This design comes from an exercise in tuning for small area, a short achievable clock period and few clock cycles per item on the open sky130 flow, not from production work.
Where RTL was checked, it was by simulation tests only, not by an equivalence proof against the original.
Power is estimated from default activity; no workload was simulated.

==> inputs of run H <==
Design csa_multiplier, start of the top module:
module csa_multiplier (
    input  logic        clk,
    input  logic        rst_n,
    input  logic        in_valid,
    input  logic [15:0] x,
    input  logic [15:0] y,
    output logic        out_valid,
    output logic [31:0] product
);
clock: 6.5 ns
lec_check: 0
cap_margin: 20
core_margin: 2
core_utilization: 40
cts_cluster_diameter: 80
cts_cluster_size: 24
setup_slack_margin: 4.0
slew_margin: 20
standard.sh (not shown) runs the stock make flow with config.mk's settings and CLKGATE_MAP_FILE= SYNTH_SCRIPT=/design/flow/synth_recipe.tcl, a recipe that flattens the netlist after the stock synthesis.
==> flow/flow/run.sh <==
#!/bin/bash
# Own layout flow: the standard layout with two changes.
# 1. Synthesis: Yosys's synth runs with -noabc, so its early "abc -fast" pass
#    does not re-map the hand-written full/half adders before extract_fa maps
#    them to the library's fa/ha cells (no inverters between adders).
# 2. Port buffers: buffer_ports still gives every input and output port a
#    buffer, but uses the plain buffer named below instead of the delay cell
#    it picks by default.
# Everything else is the standard flow (standard.sh, ORFS make targets).
set -euo pipefail
here=$(pwd)
sed 's/yosys synth -nofsm -noshare /yosys synth -nofsm -noshare -noabc /' synth_recipe.tcl > noabc_synth.tcl
grep -q -- "-noabc" noabc_synth.tcl
export BUFFER_PORTS_ARGS="-buffer_cell sky130_fd_sc_hd__buf_1"
bash standard.sh SYNTH_SCRIPT="$here/noabc_synth.tcl" finish > "$here/flow_make.log" 2>&1
==> run E (differences from run H) <==
- SETUP_SLACK_MARGIN: 4.0 -> 4.3
==> run summary <==
|  | run E | run H |
|---|---|---|
| Status | timing/DRC/antenna clean | timing/DRC/antenna clean |
| Sw Pwr | 2.25 mW | 2.20 mW |
| Critical Path Fanout Max | 1 | 17 |
| Combinational share of power | 0.458 | 0.445 |
| Largest vdd supply drop | 0.181 mV | 0.151 mV |
| Avg WL per Cell | 17.3 um | 17.0 um |
| Worst-case hold path end point | pr[0] | pr[1] |
| Combinational Power | 2.78 mW | 2.59 mW |
| Required time reported for the critical path endpoint | 5200 ps | 6870 ps |
| Post-route met1 wirelength | 11,900 um | 11,700 um |
| Hold_sp | t2_p0 | t2_p1 |
| Crit path buffers/inverters | 1 | 0 |
| Worst setup path start | pr[3] | xr[6] |
| Share of the final layout cell area in multi-input gates | 0.509 | 0.517 |
| Buffer count excluding the clock tree in the final layout | 81 | 76 |
| Cell Count, Final, Fillers Out | 1,410 | 1,404 |
| Detailed router's first-iteration violation count | 517 | 533 |
| End-of-flow core utilization | 0.458 | 0.443 |
| Longest individual stage delay on the worst path | 310 ps | 890 ps |
| Minimum hold slack | 329 ps | 331 ps |
| Setup repair bufs after CTS | 3 | 0 |
| Combined flip-flop and latch cell area | 4690 sq um | 4610 sq um |
| P_clk | 0.971 mW | 0.942 mW |
| Register fraction of the total cell area | 0.365 | 0.372 |
| Total non-filler cell area in the finished layout | 12,800 sq um | 12,400 sq um |
Function was not checked in any run of this note: the RTL went through the layout flow alone.

========
==> v38 <==
Another version of the RTL of csa_multiplier (not shown whole).
export LEC_CHECK = 0
export CAP_MARGIN = 20
export CORE_MARGIN = 2
export CORE_UTILIZATION = 40
export SLEW_MARGIN = 20
create_clock -name core_clock -period 6.5 [get_ports {clk}]
run.sh (not shown) runs the stock make flow with config.mk's settings and CLKGATE_MAP_FILE= SYNTH_SCRIPT=/design/flow/synth_recipe.tcl, a recipe that flattens the netlist after the stock synthesis.
Stock flow here: none of the scripts above is used.
==> inputs of v12, as changes to v38 <==
SETUP_SLACK_MARGIN = 3.0   (was not set)
==> metrics.md <==
| Metric | Value |
|---|---|
| Detail-routed via count per cell | 4.75 |
| Net Sw Frac | 43.9% |
| Total area of sequential cells | 2030 µm² |
| Final critical-path required period | 3.94 ns |
| Run status | complete, no violations |
The numbers above come from v12.

==> metrics.md <==
| Metric | Value |
|---|---|
| Run status | complete, no violations |
| Final critical-path required period | 4.59 ns |
| Detail-routed via count per cell | 4.72 |
| Buf+Inv Stages, Crit Path | 2 |
| Leading register cell type out of synthesis | dfxtp_1 |
| Net Sw Frac | 42.1% |
| Met2 layer wire length in the routed design | 10200 µm |
| Root Buffer | clkbuf_16 |
| Most utilized layer in the global route result | met2 |
| Crit path arrival time | 3.29 ns |
The numbers above come from v38.

No functional check of the RTL was part of any run of this note.

========
==> run a <==
csa_multiplier, a different RTL version from the one above (not shown whole).
Design csa_multiplier, start of the top module:
module csa_multiplier (
    input  logic        clk,
    input  logic        rst_n,
    input  logic        in_valid,
    input  logic [15:0] x,
    input  logic [15:0] y,
    output logic        out_valid,
    output logic [31:0] product
);
Settings: LEC_CHECK=0, CAP_MARGIN=20, CORE_MARGIN=2, CORE_UTILIZATION=40, CTS_CLUSTER_DIAMETER=80, CTS_CLUSTER_SIZE=24, SETUP_SLACK_MARGIN=4.3, SLEW_MARGIN=20; clock period 6.5 ns.
standard.sh (not shown) runs the stock make flow with config.mk's settings and CLKGATE_MAP_FILE= SYNTH_SCRIPT=/design/flow/synth_recipe.tcl, a recipe that flattens the netlist after the stock synthesis.
Scripts as last shown in full above: flow/flow/run.sh
==> run b (differences from run a) <==
--- a/flow/design.v
+++ b/flow/design.v
@@ -1173,39 +1173,39 @@
     assign p483 = c426 ^ s427;
     assign g484 = c426 & s427;
     assign p485 = t1_c31_0 ^ c428;
     assign g486 = t1_c31_0 & c428;
     assign w487 = t1_c1_0 ^ g430;
     assign w488 = (t1_c1_0 & g430);
     assign w489 = p433 ^ g432;
-    assign w490 = g434 | (p433 & t1_c4_2 & s325);
+    assign w490 = g434 | (p433 & g432);
     assign w491 = p437 ^ g436;
-    assign w492 = g438 | (p437 & c328 & s329);
+    assign w492 = g438 | (p437 & g436);
     assign w493 = p441 ^ g440;
-    assign w494 = g442 | (p441 & c332 & s333);
+    assign w494 = g442 | (p441 & g440);
     assign w495 = p445 ^ g444;
-    assign w496 = g446 | (p445 & s339 & s341);
+    assign w496 = g446 | (p445 & g444);
     assign w497 = p449 ^ g448;
-    assign w498 = g450 | (p449 & c346 & s349);
+    assign w498 = g450 | (p449 & g448);
     assign w499 = p453 ^ g452;
-    assign w500 = g454 | (p453 & s359 & s361);
+    assign w500 = g454 | (p453 & g452);
     assign w501 = p457 ^ g456;
-    assign w502 = g458 | (p457 & c368 & s373);
+    assign w502 = g458 | (p457 & g456);
     assign w503 = p461 ^ g460;
-    assign w504 = g462 | (p461 & c380 & s385);
+    assign w504 = g462 | (p461 & g460);
     assign w505 = p465 ^ g464;
-    assign w506 = g466 | (p465 & c392 & s397);
+    assign w506 = g466 | (p465 & g464);
     assign w507 = p469 ^ g468;
-    assign w508 = g470 | (p469 & c402 & s407);
+    assign w508 = g470 | (p469 & g468);
     assign w509 = p473 ^ g472;
-    assign w510 = g474 | (p473 & c412 & s415);
+    assign w510 = g474 | (p473 & g472);
     assign w511 = p477 ^ g476;
-    assign w512 = g478 | (p477 & c418 & s419);
+    assign w512 = g478 | (p477 & g476);
     assign w513 = p481 ^ g480;
-    assign w514 = g482 | (p481 & c422 & s423);
+    assign w514 = g482 | (p481 & g480);
     assign w515 = p485 ^ g484;
     always_ff @(posedge clk) begin
         t1_c0_0 <= bp1;
         t1_c0_1 <= b_neg[0];
         t1_c1_0 <= bp2;
         t1_c2_0 <= s161;
         t1_c3_0 <= s163;
Settings changed: SETUP_SLACK_MARGIN 4.3 to 4.25.
==> run c (differences from run a) <==
Settings changed: CTS_CLUSTER_DIAMETER 80 to 100, CTS_CLUSTER_SIZE 24 to 30, PLACE_DENSITY set to 0.7, SETUP_SLACK_MARGIN 4.3 to 4.25.
==> comparison table <==
Result of the run: run b complete, no violations; run a complete, no violations; run c complete, no violations
Share of total power in sequential cells: run b 0.409; run a 0.370; run c 0.383
Startpoint of the worst-slack reg-to-reg timing path: run b t1_c15_0; run a t1_c18_1; run c t1_c18_1
Setup slack of the most critical reg-to-reg path: run b 4.11 ns; run a 4.24 ns; run c 4.20 ns
Cell area after layout: run b 11800 um^2; run a 12100 um^2; run c 11900 um^2
Minimum clock period after layout: run b 2.39 ns; run a 2.26 ns; run c 2.30 ns
Leakage Power: run b 4.67 nW; run a 4.87 nW; run c 4.79 nW
Number of cells in the finished layout apart from fillers: run b 1239; run a 1288; run c 1281
RR Endpoint: run b t2_s17; run a t2_gb9; run c t2_gb9
Adder-cell share of the synthesized area: run b 0.291; run a 0.276; run c 0.276
Comb group: run b 2.30 mW; run a 2.89 mW; run c 2.89 mW
Comb_multi_in: run b 559; run a 604; run c 604
Sequential fraction of total cell area: run b 0.372; run a 0.362; run c 0.368
Share of Yosys cell area claimed by the top area cell type: run b 0.402; run a 0.395; run c 0.395
Wirelength, routed: run b 22100 um; run a 22800 um; run c 22700 um
Storage element area: run b 4380 um^2; run a 4390 um^2; run c 4370 um^2
Worst setup skew after layout: run b 0.0181 ns; run a 0.0170 ns; run c 0.0218 ns
Routed wire length on met2: run b 9900 um; run a 9700 um; run c 10100 um
Testbench counts of run a, summed over its fixed seeds: cycles 12,024, items 12,000.
Testbench counts of run c, summed over its fixed seeds: cycles 12,024, items 12,000.
The RTL of run b was laid out without a check of its function.

## re-timing with driven ports
The results above use ideal ports. As a check the final layouts listed here were re-extracted and re-timed, cells and wires unchanged.
Step 1 (the two cells are an assumption about what drives the block):
set clk [get_ports {clk}]
set_driving_cell -lib_cell sky130_fd_sc_hd__clkbuf_16 $clk
set_driving_cell -lib_cell sky130_fd_sc_hd__buf_2 [delete_from_list [all_inputs] $clk]
Step 2, shift: input delay + t, output delay - t, t = (earliest + latest rising clock arrival at the registers) / 2. This alone moves slack from input paths to output paths.
a / b / c = ideal / step 1 / step 2; a / b = the first two.
run | t, ns | slack for setup (ns) | worst register clock-pin slew, ns | cell pins on the clock port's net
run H | 0.526 | 4.086 / 4.086 / 4.086 | 0.09 / 0.09 | 1
run E | 0.536 | 4.258 / 4.212 / 4.278 | 0.10 / 0.10 | 1
v38 | 0.392 | 1.911 / 1.872 / 2.189 | 0.07 / 0.07 | 1
v12 | 0.399 | 2.556 / 2.509 / 2.816 | 0.07 / 0.07 | 1
run a | 0.520 | 4.244 / 4.238 / 4.244 | 0.09 / 0.09 | 1
run b | 0.526 | 4.108 / 4.108 / 4.108 | 0.09 / 0.09 | 1
run c | 0.504 | 4.204 / 4.204 / 4.204 | 0.11 / 0.11 | 1
After both steps every run listed still meets setup and hold.
